This design comes from an exercise in tuning for small area and few clock cycles per item on the open sky130 flow, not from production work.
In this exercise RTL edits were held to simulation tests only and were not proved equivalent to the original.

== old ==
// pid_regulator_deadband_clamp
module pid_regulator_deadband_clamp #(
  parameter int GAIN_FRAC_BITS = 8,
  parameter int SUM_WIDTH      = 32
) (
  input  logic                                clk,
  input  logic                                rst,
  input  logic                                cfg_we,
  input  logic [prdc_pkg::CFG_IDX_W-1:0]      cfg_index,
  input  logic [prdc_pkg::CFG_DATA_W-1:0]     cfg_data,
  input  logic                                in_valid,
  output logic                                in_stall,
  input  logic [2*prdc_pkg::DATA_W-1:0]       in_data,
  output logic                                out_valid,
  input  logic                                out_stall,
  output logic [prdc_pkg::DATA_W:0]           out_data
);
  prdc_pkg::prdc_cfg_t cfg;
  logic                in_q_valid;
  logic                valid_q;
  logic                res_valid;
  logic                res_ready;
  logic                err_ready;
  logic                in_ready;
  ...
For scale: ~3400 cells after synthesis, ~190 flip-flops, ~75 I/O pins.
Settings: LEC_CHECK=0, ABC_AREA=1, CAP_MARGIN=20, CORE_MARGIN=2, CORE_UTILIZATION=65, CTS_BUF_LIST=sky130_fd_sc_hd__clkbuf_8, CTS_CLUSTER_SIZE=7, SLEW_MARGIN=20, SYNTH_HIERARCHICAL=1, SYNTH_MINIMUM_KEEP_SIZE=0; clock period 10.0 ns.
run.sh (not shown) runs the stock make flow with config.mk's settings and CLKGATE_MAP_FILE= SYNTH_SCRIPT=/design/flow/synth_recipe.tcl, a recipe that flattens the netlist after the stock synthesis.
old finished end to end and its layout was clean on timing, DRC and antenna.
Testbench counts of old, summed over its fixed seeds: cycles 16,676, items 16,384.
Input changes introduced in new (baseline for comparison: old):
Settings: CORE_UTILIZATION now 75, was 65; ABC_AREA no longer set, was 1.
- Compared with old, new shows a worst setup slack that is 0.47 ns lower.
- Relative to old, initial antenna violation count increased by 1 in new.
- Against old, new comes in 11% higher on routed length per placed instance.
- Looking only at non-clock buffer count, and setting everything else aside, the lower value of old and new goes to old.
- When new is set beside old, its net count of the finished layout turns out to be 354 smaller.
- new vs old, first-iteration DRC count went down by about 7%.
- Via count of the first global-routing pass was lower in the run labelled new.

* * *

ember:
pid_regulator_deadband_clamp again, from the RTL that the note above started with.
make LEC_CHECK=0 CAP_MARGIN=20 CORE_MARGIN=2 CORE_UTILIZATION=55 CTS_BUF_LIST=sky130_fd_sc_hd__clkbuf_8 CTS_CLUSTER_SIZE=7 SLEW_MARGIN=20 SYNTH_HIERARCHICAL=1 SYNTH_MINIMUM_KEEP_SIZE=0 finish   # period 10.0 ns
Testbench counts of ember, summed over its fixed seeds: cycles 16,676, items 16,384.
Inputs modified between ember and fjord:
# ember
export LEC_CHECK = 0
export CAP_MARGIN = 20
export CORE_MARGIN = 2
export CORE_UTILIZATION = 55
export CTS_BUF_LIST = sky130_fd_sc_hd__clkbuf_8
export CTS_CLUSTER_SIZE = 7
export SLEW_MARGIN = 20
export SYNTH_HIERARCHICAL = 1
export SYNTH_MINIMUM_KEEP_SIZE = 0
create_clock -name core_clock -period 10.0 [get_ports {clk}]
# fjord
export LEC_CHECK = 0
export ABC_AREA = 1
export CAP_MARGIN = 20
export CORE_MARGIN = 2
export CORE_UTILIZATION = 75
export CTS_BUF_LIST = sky130_fd_sc_hd__clkbuf_8
export CTS_CLUSTER_SIZE = 7
export SLEW_MARGIN = 20
export SYNTH_HIERARCHICAL = 1
export SYNTH_MINIMUM_KEEP_SIZE = 0
create_clock -name core_clock -period 10.0 [get_ports {clk}]
[summary]
- Higher non-clock buffer count was reported by ember, not fjord.
- Via count, fjord and ember: lower on ember
- The final reports for fjord and ember show synthesized instance count higher in the former.
- Looking at routed wire length, fjord sits above ember.
Input changes introduced in indigo (baseline for comparison: fjord):
# fjord
export LEC_CHECK = 0
export ABC_AREA = 1
export CAP_MARGIN = 20
export CORE_MARGIN = 2
export CORE_UTILIZATION = 75
export CTS_BUF_LIST = sky130_fd_sc_hd__clkbuf_8
export CTS_CLUSTER_SIZE = 7
export SLEW_MARGIN = 20
export SYNTH_HIERARCHICAL = 1
export SYNTH_MINIMUM_KEEP_SIZE = 0
create_clock -name core_clock -period 10.0 [get_ports {clk}]
# indigo
export LEC_CHECK = 0
export CAP_MARGIN = 20
export CORE_MARGIN = 2
export CORE_UTILIZATION = 65
export SLEW_MARGIN = 20
export SYNTH_HIERARCHICAL = 1
export SYNTH_MINIMUM_KEEP_SIZE = 0
create_clock -name core_clock -period 10.0 [get_ports {clk}]
--- outcome ---
Across both runs, area growth from synthesis to layout was higher for indigo than for fjord. Taking fjord as the reference, in indigo multi-input logic portion of the cell area saw an increase; final cell area excluding filler cells has increased; pin count of the biggest net entering global routing moved up. Vertical die dimension (indigo vs. fjord) increases by a little under 10%. Sort fjord and indigo by final critical-path share of the clock period, ascending, and fjord comes first. Average detailed-routed wire length per instance: fjord and indigo compared, lower one is fjord. Going from fjord to indigo, worst hold slack shrinks by 0.033 ns.
What pepper does differently from indigo at the input level:
# indigo
export LEC_CHECK = 0
export CAP_MARGIN = 20
export CORE_MARGIN = 2
export CORE_UTILIZATION = 65
export SLEW_MARGIN = 20
export SYNTH_HIERARCHICAL = 1
export SYNTH_MINIMUM_KEEP_SIZE = 0
create_clock -name core_clock -period 10.0 [get_ports {clk}]
# pepper
export LEC_CHECK = 0
export CAP_MARGIN = 20
export CORE_MARGIN = 2
export CORE_UTILIZATION = 65
export CTS_BUF_LIST = sky130_fd_sc_hd__clkbuf_8
export CTS_CLUSTER_SIZE = 7
export SLEW_MARGIN = 20
export SYNTH_HIERARCHICAL = 1
export SYNTH_MINIMUM_KEEP_SIZE = 0
create_clock -name core_clock -period 10.0 [get_ports {clk}]
==> run notes <==
Comparing the two runs side by side, pepper comes out ahead of indigo on hold slack.
For routed metal-1 wirelength, indigo and pepper come out practically identical.
Density: pepper sparser than indigo
[compare] base=indigo new=pepper: violation count after the first detailed-route iteration increased by 130 relative to the old numbers, number of hold-slack violations in the final timing report stayed essentially flat.
Average routed wire per standard cell: pepper vs indigo, no meaningful difference
From indigo to pepper the numbers moved as follows: wire length reported by the detailed router comparable, share of synthesized flip-flops with an asynchronous set or reset comparable, slack of the critical path now smaller.

re-timing with driven ports:
The results above use ideal ports. As a check the final layouts listed here were re-extracted and re-timed, cells and wires unchanged.
Step 1 sets driving cells, clkbuf_16 on the clock port and buf_2 on the other inputs (assumed; they add their load-dependent delay and slew).
Step 2 moves the port delays by t, midway between the first and last clock arrival at a register: inputs arrive t later, outputs are due t later. That takes back most of the time a late clock gives input paths.
Three values: ideal, step 1, step 2; two values: the first two.
run | shift t [ns] | slack for setup (ns) | hold slack, ns
old | 0.540 | 0.578 / 0.578 / 0.212 | 0.496 / 0.496 / 0.496
new | 0.543 | 0.110 / 0.110 / -0.068 | 0.496 / 0.496 / 0.496
ember | 0.540 | 0.410 / 0.410 / 0.059 | 0.470 / 0.470 / 0.470
fjord | 0.557 | 0.647 / 0.687 / 0.130 | 0.503 / 0.503 / 0.503
indigo | 0.502 | 0.270 / 0.270 / 0.095 | 0.470 / 0.470 / 0.470
pepper | 0.540 | 0.241 / 0.241 / 0.113 | 0.473 / 0.473 / 0.473
With both steps, setup timing fails in new, where it was met with ideal ports. For fjord, which loses most, drivers alone change the setup slack by +0.040 ns; drivers and shift together by -0.517 ns.
